From an optimization exercise on the open Yosys and OpenROAD flow, aimed at small area, a short achievable clock period and few clock cycles per item; shortcuts taken in it are not production practice. RTL that was checked went through simulation tests only; none was proved equivalent to the original.

run 1:
Design ifft_core, start of the top module:
module ifft_core #(
    parameter int N     = 16,
    parameter int LOG2N = 4,
    parameter int DW    = 8,
    parameter int TW    = 8
) (
    input  logic          clk,
    input  logic          rst,
    input  logic          in_valid,
    output logic          in_ready,
    input  logic [DW-1:0] in_re,
    input  logic [DW-1:0] in_im,
    output logic          out_valid,
    input  logic          out_ready,
    output logic [DW-1:0] out_re,
    output logic [DW-1:0] out_im,
    output logic          out_last,
    output logic          busy
);
Size in the first run: about 2,800 cells after synthesis, ~610 flip-flops, about 40 I/O pins.
Settings: LEC_CHECK=0, CAP_MARGIN=20, CORE_MARGIN=2, CORE_UTILIZATION=25, PLACE_DENSITY=0.45, SLEW_MARGIN=20; clock period 15.0 ns.
standard.sh (not shown) runs the stock make flow with config.mk's settings and CLKGATE_MAP_FILE= SYNTH_SCRIPT=/design/flow/synth_recipe.tcl, a recipe that flattens the netlist after the stock synthesis.
==> flow/flow/run.sh <==
#!/bin/bash
# Standard layout, with timing repair asked to leave SETUP_SLACK_MARGIN ns of
# setup slack at the design's clock (so it works towards a shorter period),
# and a clock tree of smaller buffers without dummy balancing loads.
# The synthesis is the standard one, unchanged. Each step's output goes to a log here.
set -euo pipefail
MARGIN=$(cat flow/margin.txt)
CTS="$(cat flow/cts_args.txt)"
bash standard.sh synth > synth.log 2>&1
bash standard.sh SETUP_SLACK_MARGIN="$MARGIN" CTS_ARGS="$CTS" finish > layout.log 2>&1
==> flow/flow/cts_args.txt <==
-sink_clustering_enable -repair_clock_nets -dont_use_dummy_load -sink_clustering_size 12 -sink_clustering_max_diameter 80 -buf_list {sky130_fd_sc_hd__clkbuf_4 sky130_fd_sc_hd__clkbuf_16}
==> flow/flow/margin.txt <==
10.6
Testbench counts of run 1, summed over its fixed seeds: cycles 4,360, frames 256.
Relative to run 1, the following input files were edited for run 2:
Settings: PLACE_DENSITY changed from 0.45 to 0.6.
==> flow/flow/cts_args.txt <==
-sink_clustering_enable -repair_clock_nets -dont_use_dummy_load -sink_clustering_size 24 -buf_list sky130_fd_sc_hd__clkbuf_8
- Run 2 gives less global-route usage than run 1 did.
- Relative to run 1, largest stage delay on the critical path increased by 90 ps in run 2.
- Looking at synthesis-to-layout area growth, run 2 sits 1.4 points below run 1.
- Comparing number of design-rule violations left by the first detailed-router iteration for run 1 and run 2, the smaller number came from run 1.
- Compared with run 1, the detailed router inserted more vias in run 2.
- Cell count: run 2 higher than run 1
- On largest driver fanout on the critical path: between run 1 and run 2, it ends up lower for run 2.
- Aggregate routed wire length of run 2 falls short of that of run 1 by a little under 10%.
Here is what was changed in the inputs of run 3 compared with run 2.
Settings: changing PLACE_DENSITY from 0.6 to 0.45.
==> flow/flow/margin.txt <==
10.55
### Flow results
Against run 2, shortest period the worst path allows in run 3 came out worse.
As of run 3, non-clock buffer count had risen by more than 10% compared to run 2.
Looking at worst setup path endpoint, the m3_im[7] result is from run 3; the m3_re[7] one comes from run 2.
Per the comparison of run 3 with run 2, routed length on met3 decreased about 6%; placement-stage worst setup slack increased 39 ps.
Relative to run 3, the following input files were edited for run 4:
Settings: swapping 25 for 50 in CORE_UTILIZATION; swapping 0.45 for 0.7 in PLACE_DENSITY.
==> flow/flow/margin.txt <==
10.6
==> comparison <==
Delta (run 4 minus run 3): multi-input gate area in the final layout went down about 0.4%; max-slew headroom at the worst pin went down 11 points. Run 4 against run 3: biggest cell delay along the critical path shows an increase of 70 ps; total wire length after detailed routing shows a reduction of about 7%; global routing usage on met3 shows an increase of 0.42 points; register share of the cell area shows an increase of 1.8 points. From run 3 to run 4 the numbers moved as follows: initial cell density of the core moved up. Comparing run 3 and run 4, pin count of the biggest net entering global routing is lower on run 3.

========
== lane 1 ==
ifft_core again, from the RTL that the note above started with.
## ifft_core
module ifft_core #(
    parameter int N     = 16,
    parameter int LOG2N = 4,
    parameter int DW    = 8,
    parameter int TW    = 8
) (
    input  logic          clk,
    input  logic          rst,
    input  logic          in_valid,
    output logic          in_ready,
    input  logic [DW-1:0] in_re,
    input  logic [DW-1:0] in_im,
    output logic          out_valid,
    input  logic          out_ready,
    output logic [DW-1:0] out_re,
    output logic [DW-1:0] out_im,
    output logic          out_last,
    output logic          busy
);
    localparam int C_X03  = 0;    
    localparam int C_S0   = 1;    
    localparam int C_X12  = 2;    
    localparam int C_S1   = 3;    
    localparam int C_K1   = 4;    
    localparam int C_MA2  = 5;    
    localparam int C_H2   = 6;    
    localparam int C_KQ2  = 7;    
    localparam int C_KR2  = 8;    
    localparam int C_S2   = 9;    
    localparam int C_H3   = 10;   
    localparam int C_K3   = 11;   
    localparam int C_S3   = 14;   
    localparam int C_OLST = 15;   
    localparam int C_OSEL = 16;   
    localparam int NC     = 17;
    function automatic logic [NC-1:0] ctl(input logic [3:0] n);
        logic [3:0] t0, m12, t1, t2a, t2m, t2, t3m, t3;
        t0  = n - 4'd7;
        m12 = n - 4'd9;
        t1  = n - 4'd11;
        t2a = n - 4'd14;
        t2m = n - 4'd15;
        t2  = n - 4'd16;
        t3m = n - 4'd22;
        t3  = n - 4'd23;
        ctl = '0;
        ctl[C_X03] = n[3] & ~n[0];
        ctl[C_S0]  = t0[0];
        ctl[C_X12] = m12[2] & ~m12[1];
        ctl[C_S1]  = t1[1];
        ctl[C_K1]  = t1[0];
        ctl[C_MA2] = t2a[2] & t2a[0];
        ctl[C_H2]  = t2m[2];
        ctl[C_KQ2] = t2m[1];
        ctl[C_KR2] = t2m[0];
        ctl[C_S2]  = t2[2];
        ctl[C_H3]  = t3m[3];
  ...
clock: 15.0 ns
lec_check: 0
cap_margin: 20
core_margin: 2
core_utilization: 25
place_density: 0.45
slew_margin: 20
==> flow/flow/run.sh <==
#!/bin/bash
# Standard layout. Placement runs with the standard settings; clock tree
# synthesis and global routing then run with timing repair asked to leave
# SETUP_SLACK_MARGIN ns of setup slack at the design's clock (so it works
# towards a shorter period), and a clock tree of smaller buffers without dummy
# balancing loads. The synthesis is the standard one, unchanged.
# Each step's output goes to a log file here.
set -euo pipefail
MARGIN=$(cat flow/margin.txt)
CTS="$(cat flow/cts_args.txt)"
bash standard.sh synth > synth.log 2>&1
bash standard.sh place > place.log 2>&1
bash standard.sh SETUP_SLACK_MARGIN="$MARGIN" CTS_ARGS="$CTS" finish > layout.log 2>&1
==> flow/flow/cts_args.txt <==
-sink_clustering_enable -repair_clock_nets -dont_use_dummy_load -sink_clustering_size 24 -buf_list sky130_fd_sc_hd__clkbuf_8
==> flow/flow/margin.txt <==
10.6
Testbench counts of lane 1, summed over its fixed seeds: cycles 4,360, frames 256.
Edits applied to the flow inputs when going from lane 1 to lane 2:
==> flow/flow/run.sh <==
#!/bin/bash
# Standard layout, with timing repair asked to leave SETUP_SLACK_MARGIN ns of
# setup slack at the design's clock (so it works towards a shorter period),
# and a clock tree of smaller buffers without dummy balancing loads.
# The synthesis is the standard one, unchanged. Each step's output goes to a log here.
set -euo pipefail
MARGIN=$(cat flow/margin.txt)
CTS="$(cat flow/cts_args.txt)"
bash standard.sh synth > synth.log 2>&1
bash standard.sh SETUP_SLACK_MARGIN="$MARGIN" CTS_ARGS="$CTS" finish > layout.log 2>&1
==> notes.md <==
Lane 2 finished all stages; the layout is clean. Relative to lane 1, the highest achievable clock rate of lane 2 is higher by 2.8%. Of lane 2 and lane 1, the higher via count of the first global-routing pass belongs to lane 2. Compared lane 1 against lane 2; cell count after placement within noise. Summary of lane 2 over lane 1: depth of the worst register-to-register path saw a decrease; routed length on met3 saw an increase.
## Diff of input files: lane 3 against lane 2
==> flow/flow/cts_args.txt <==
-sink_clustering_enable -repair_clock_nets -dont_use_dummy_load -sink_clustering_size 10 -sink_clustering_max_diameter 60 -buf_list sky130_fd_sc_hd__clkbuf_4
Findings:
- Compared lane 3 vs lane 2, and final core utilization is down in lane 3.
- Lane 2 -> lane 3: post-synthesis net count flat
- Delta (lane 3 minus lane 2): final critical-path required period now sits higher, number of clock buffers in the layout now sits lower, detail-routed via count per cell now sits at about the same level.
--- input diff lane 3..lane 4 ---
- swapping 25 for 35 in CORE_UTILIZATION
- swapping 0.45 for 0.55 in PLACE_DENSITY
==> flow/flow/cts_args.txt <==
-sink_clustering_enable -repair_clock_nets -dont_use_dummy_load -sink_clustering_size 24 -buf_list sky130_fd_sc_hd__clkbuf_8
### Flow results
Relative to lane 3, the placed standard-cell area measured on lane 4 has decreased slightly.
Re met2 usage in global routing: lane 4 is 7.1 points up on lane 3.
Higher via count was reported by lane 4, not lane 3.
Comparing lane 4 and lane 3, the higher required arrival time at the worst endpoint is on lane 4.
Lane 4 — share of the clock period used by the worst path after layout 0.50 points lower, lane 3 as reference
Sort lane 4 and lane 3 by maximum frequency desc -> top: lane 4

========
ifft_core, a different RTL version from the one above (not shown whole).
Size in the first run: roughly 2,800 cells after synthesis.
export LEC_CHECK = 0
export CAP_MARGIN = 20
export CORE_MARGIN = 2
export CORE_UTILIZATION = 25
export PLACE_DENSITY = 0.45
export SLEW_MARGIN = 20
create_clock -name core_clock -period 15.0 [get_ports {clk}]
==> flow/flow/run.sh <==
#!/bin/bash
# Standard layout, with timing repair asked to leave SETUP_SLACK_MARGIN ns of
# setup slack at the design's clock (so it works towards a shorter period).
# The synthesis is the standard one, unchanged. Each step's output goes to a log here.
set -euo pipefail
MARGIN=$(cat flow/margin.txt)
bash standard.sh synth > synth.log 2>&1
bash standard.sh SETUP_SLACK_MARGIN="$MARGIN" finish > layout.log 2>&1
==> flow/flow/margin.txt <==
10.3
The first run completed with no timing, DRC or antenna violations.
Testbench counts at the start, summed over its fixed seeds: cycles 4,360, frames 256.
Next try:
==> flow/flow/margin.txt (replaced) <==
11.0
Effect:
- The new run went through all stages and came out clean
- via count grows by 2.3%
- utilization grows by 1.3 points
- cell area grows by 4.3%
- synthesized area is unchanged
- die area does not change

========
run A:
RTL: one of the versions met above, not the one the previous note started from.
Size in the first run: about 2800 cells after synthesis, about 610 flip-flops, ~0.034 sq mm of cells after synthesis.
==> flow/config.mk <==
export PLATFORM = sky130hd
export DESIGN_NAME = ifft_core
export DESIGN_NICKNAME = ifft_core
export VERILOG_FILES = /design/flow/design.v
export SDC_FILE = /design/flow/constraint.sdc
export NUM_CORES = 4
export LEC_CHECK = 0
export CAP_MARGIN = 20
export CORE_MARGIN = 2
export CORE_UTILIZATION = 25
export PLACE_DENSITY = 0.35
export SLEW_MARGIN = 20
==> flow/constraint.sdc <==
create_clock -name core_clock -period 15.0 [get_ports {clk}]
set_input_delay 3.0000 -clock core_clock [delete_from_list [all_inputs] [get_ports {clk}]]
set_output_delay 3.0000 -clock core_clock [all_outputs]
set_load 0.01 [all_outputs]
==> flow/flow/run.sh <==
#!/bin/bash
# Standard layout, with timing repair asked to leave SETUP_SLACK_MARGIN ns of
# setup slack at the design's clock (so it works towards a shorter period),
# and a clock tree of smaller buffers without dummy balancing loads.
# The synthesis is the standard one, unchanged. Each step's output goes to a log here.
set -euo pipefail
MARGIN=$(cat flow/margin.txt)
CTS="$(cat flow/cts_args.txt)"
bash standard.sh synth > synth.log 2>&1
bash standard.sh SETUP_SLACK_MARGIN="$MARGIN" CTS_ARGS="$CTS" finish > layout.log 2>&1
==> flow/flow/cts_args.txt <==
-sink_clustering_enable -repair_clock_nets -dont_use_dummy_load -sink_clustering_size 24 -buf_list sky130_fd_sc_hd__clkbuf_8
==> flow/flow/margin.txt <==
10.6
Testbench counts of run A, summed over its fixed seeds: cycles 4,360, frames 256.
#### Input delta (run B over run A)
==> flow/flow/margin.txt <==
10.65
-- flow/config.mk --
<<< run A, line 9
export CORE_MARGIN = 2
export CORE_UTILIZATION = 25
export PLACE_DENSITY = 0.35
export SLEW_MARGIN = 20
>>> run B, line 9
export CORE_MARGIN = 2
export CORE_UTILIZATION = 25
export PLACE_DENSITY = 0.45
export SLEW_MARGIN = 20
--- outcome ---
Run B | status: complete | timing, DRC, antenna: pass. Re initial antenna violation count: run B is 1 up on run A. Maximum frequency: run B > run A. Routed wire length: higher on run A. Between run B and run A, it is run B whose routed length on met2 is lower, by 8.9%. In the metrics for run A and run B, the one carrying the higher critical path depth is run B. The final core utilization of run A and that of run B are within noise of each other. Relative to run A, global-route usage has gone down in run B. Global-route track usage on met1 (lower): run B.
Here is what was changed in the inputs of run C compared with run B.
==> flow/flow/margin.txt <==
10.8
==> comparison <==
- Re layout-stage area growth over the synthesis result: run B was higher than run C.
- For wire length, run C and run B come out practically identical.
- Run C vs run B: smallest setup slack after layout up in run C
- The lower via count came out of run C.
- The final reports for run C and run B show measured slew at the worst slew-check pin lower in the former.
- Final standard cell count with taps included and fillers excluded on run C is down relative to run B.
#### Input delta (run D over run C)
==> flow/flow/cts_args.txt <==
-sink_clustering_enable -repair_clock_nets -dont_use_dummy_load -sink_clustering_size 16 -sink_clustering_max_diameter 120 -buf_list sky130_fd_sc_hd__clkbuf_8
==> flow/flow/margin.txt <==
10.6
==> notes.md <==
Diff run C -> run D: number of clock buffers in the layout shrank by 57%; wire length of the first global-routing pass held steady. Run D vs. run C: final cell count without fillers has decreased; design area has decreased. Run D ran to completion and came out clean on the timing, design-rule and antenna checks. Taking run D over run C, the layout buffer count excluding clock buffers ratio works out to 1.4. Run D ended with less number of global-route vias before repair than run C.

========
ifft_core again, from the RTL that the note above started with.
==> flow/config.mk <==
export PLATFORM = sky130hd
export DESIGN_NAME = ifft_core
export DESIGN_NICKNAME = ifft_core
export VERILOG_FILES = /design/flow/design.v
export SDC_FILE = /design/flow/constraint.sdc
export NUM_CORES = 4
export LEC_CHECK = 0
export CAP_MARGIN = 20
export CORE_MARGIN = 2
export CORE_UTILIZATION = 25
export PLACE_DENSITY = 0.45
export SLEW_MARGIN = 20
==> flow/constraint.sdc <==
create_clock -name core_clock -period 15.0 [get_ports {clk}]
set_input_delay 3.0000 -clock core_clock [delete_from_list [all_inputs] [get_ports {clk}]]
set_output_delay 3.0000 -clock core_clock [all_outputs]
set_load 0.01 [all_outputs]
==> flow/flow/cts_args.txt <==
-sink_clustering_enable -repair_clock_nets -dont_use_dummy_load -sink_clustering_size 20 -sink_clustering_max_diameter 100 -buf_list sky130_fd_sc_hd__clkbuf_16
==> flow/flow/margin.txt <==
10.6
Scripts as last shown in full above: flow/flow/run.sh
Testbench counts at the start, summed over its fixed seeds: cycles 4,360, frames 256.
==> next run, changes <==
==> flow/flow/cts_args.txt (replaced) <==
-sink_clustering_enable -repair_clock_nets -dont_use_dummy_load -sink_clustering_size 24 -buf_list sky130_fd_sc_hd__clkbuf_8
GPL_TIMING_DRIVEN = 1   (was unset)
The new run passed the timing, design-rule and antenna checks.
Cell area climbs by 0.71%.
Routed wire length climbs by 1.1%.
Via count climbs by 1.2%.
Worst setup slack is worse by 0.050 ns.
Hold slack is worse by 0.0083 ns.

========
ifft_core, a different RTL version from the one above (not shown whole).
Size: about 40 I/O pins, ~35000 um^2 of cells after synthesis.
Settings: LEC_CHECK=0, CAP_MARGIN=20, CORE_MARGIN=2, CORE_UTILIZATION=25, PLACE_DENSITY=0.45, SLEW_MARGIN=20; clock period 15.0 ns.
==> flow/flow/cts_args.txt <==
-sink_clustering_enable -repair_clock_nets -dont_use_dummy_load -sink_clustering_size 24 -buf_list sky130_fd_sc_hd__clkbuf_8
Scripts as last shown in full above: flow/flow/run.sh, flow/flow/margin.txt
The starting point completed without violations.
Edit:
==> flow/flow/margin.txt (replaced) <==
11.0
Count of clock-buffer cells in the layout increases by 2. Flip-flop and latch count stays the same. Final area increases slightly.
No functional check of the RTL was part of any run of this note.

what the ideal ports hide:
In the flow no input, the clock included, has a driving cell. The finished layouts below were timed again as built, in two steps.
Step 1 assumes that a clkbuf_16 drives the clock port and a buf_2 every other input.
Step 2 also shifts input and output timing later by t, the mid clock arrival at the registers, as if the neighbouring blocks saw the same clock.
Slacks: no drivers / after step 1 / after step 2; pairs: no drivers / after step 1.
| run | t, ns | setup WS [ns] | worst setup path after step 2 | worst register clock-pin slew, ns | pins driven straight from the clock port |
|---|---|---|---|---|---|
| run 1 | 0.701 | 10.489 / 10.489 / 10.074 | input to register | 0.07 / 0.07 | 1 |
| run 2 | 0.778 | 10.459 / 10.459 / 10.086 | input to register | 0.07 / 0.07 | 1 |
| run 3 | 0.809 | 10.438 / 10.372 / 9.982 | input to register | 0.07 / 0.07 | 1 |
| run 4 | 0.726 | 10.464 / 10.464 / 9.982 | input to register | 0.07 / 0.07 | 1 |
| lane 1 | 0.821 | 10.397 / 10.397 / 9.873 | input to register | 0.06 / 0.06 | 1 |
| lane 2 | 0.811 | 10.522 / 10.457 / 9.879 | input to register | 0.07 / 0.07 | 1 |
| lane 3 | 0.985 | 10.331 / 10.266 / 9.771 | input to register | 0.13 / 0.13 | 1 |
| lane 4 | 0.766 | 10.406 / 10.406 / 10.019 | input to register | 0.07 / 0.07 | 1 |
| the first run of note 3 | 0.726 | 10.429 / 10.361 / 9.824 | input to register | 0.07 / 0.07 | 1 |
| the second run of note 3 | 0.724 | 10.569 / 10.501 / 10.295 | input to register | 0.07 / 0.07 | 1 |
| run A | 0.809 | 10.369 / 10.369 / 10.072 | input to register | 0.07 / 0.07 | 1 |
| run B | 0.813 | 10.447 / 10.447 / 9.951 | input to register | 0.07 / 0.07 | 1 |
| run C | 0.801 | 10.483 / 10.483 / 10.182 | input to register | 0.07 / 0.07 | 1 |
| run D | 0.724 | 10.486 / 10.420 / 10.103 | input to register | 0.12 / 0.12 | 1 |
| the first run of note 5 | 0.655 | 10.572 / 10.572 / 10.096 | input to register | 0.09 / 0.09 | 1 |
| the second run of note 5 | 0.811 | 10.522 / 10.457 / 9.879 | input to register | 0.07 / 0.07 | 1 |
| the first run of note 6 | 0.832 | 10.592 / 10.524 / 10.141 | input to register | 0.06 / 0.06 | 1 |
| the second run of note 6 | 0.843 | 10.544 / 10.477 / 10.275 | input to register | 0.07 / 0.07 | 1 |
After both steps setup and hold are still met in every run listed.
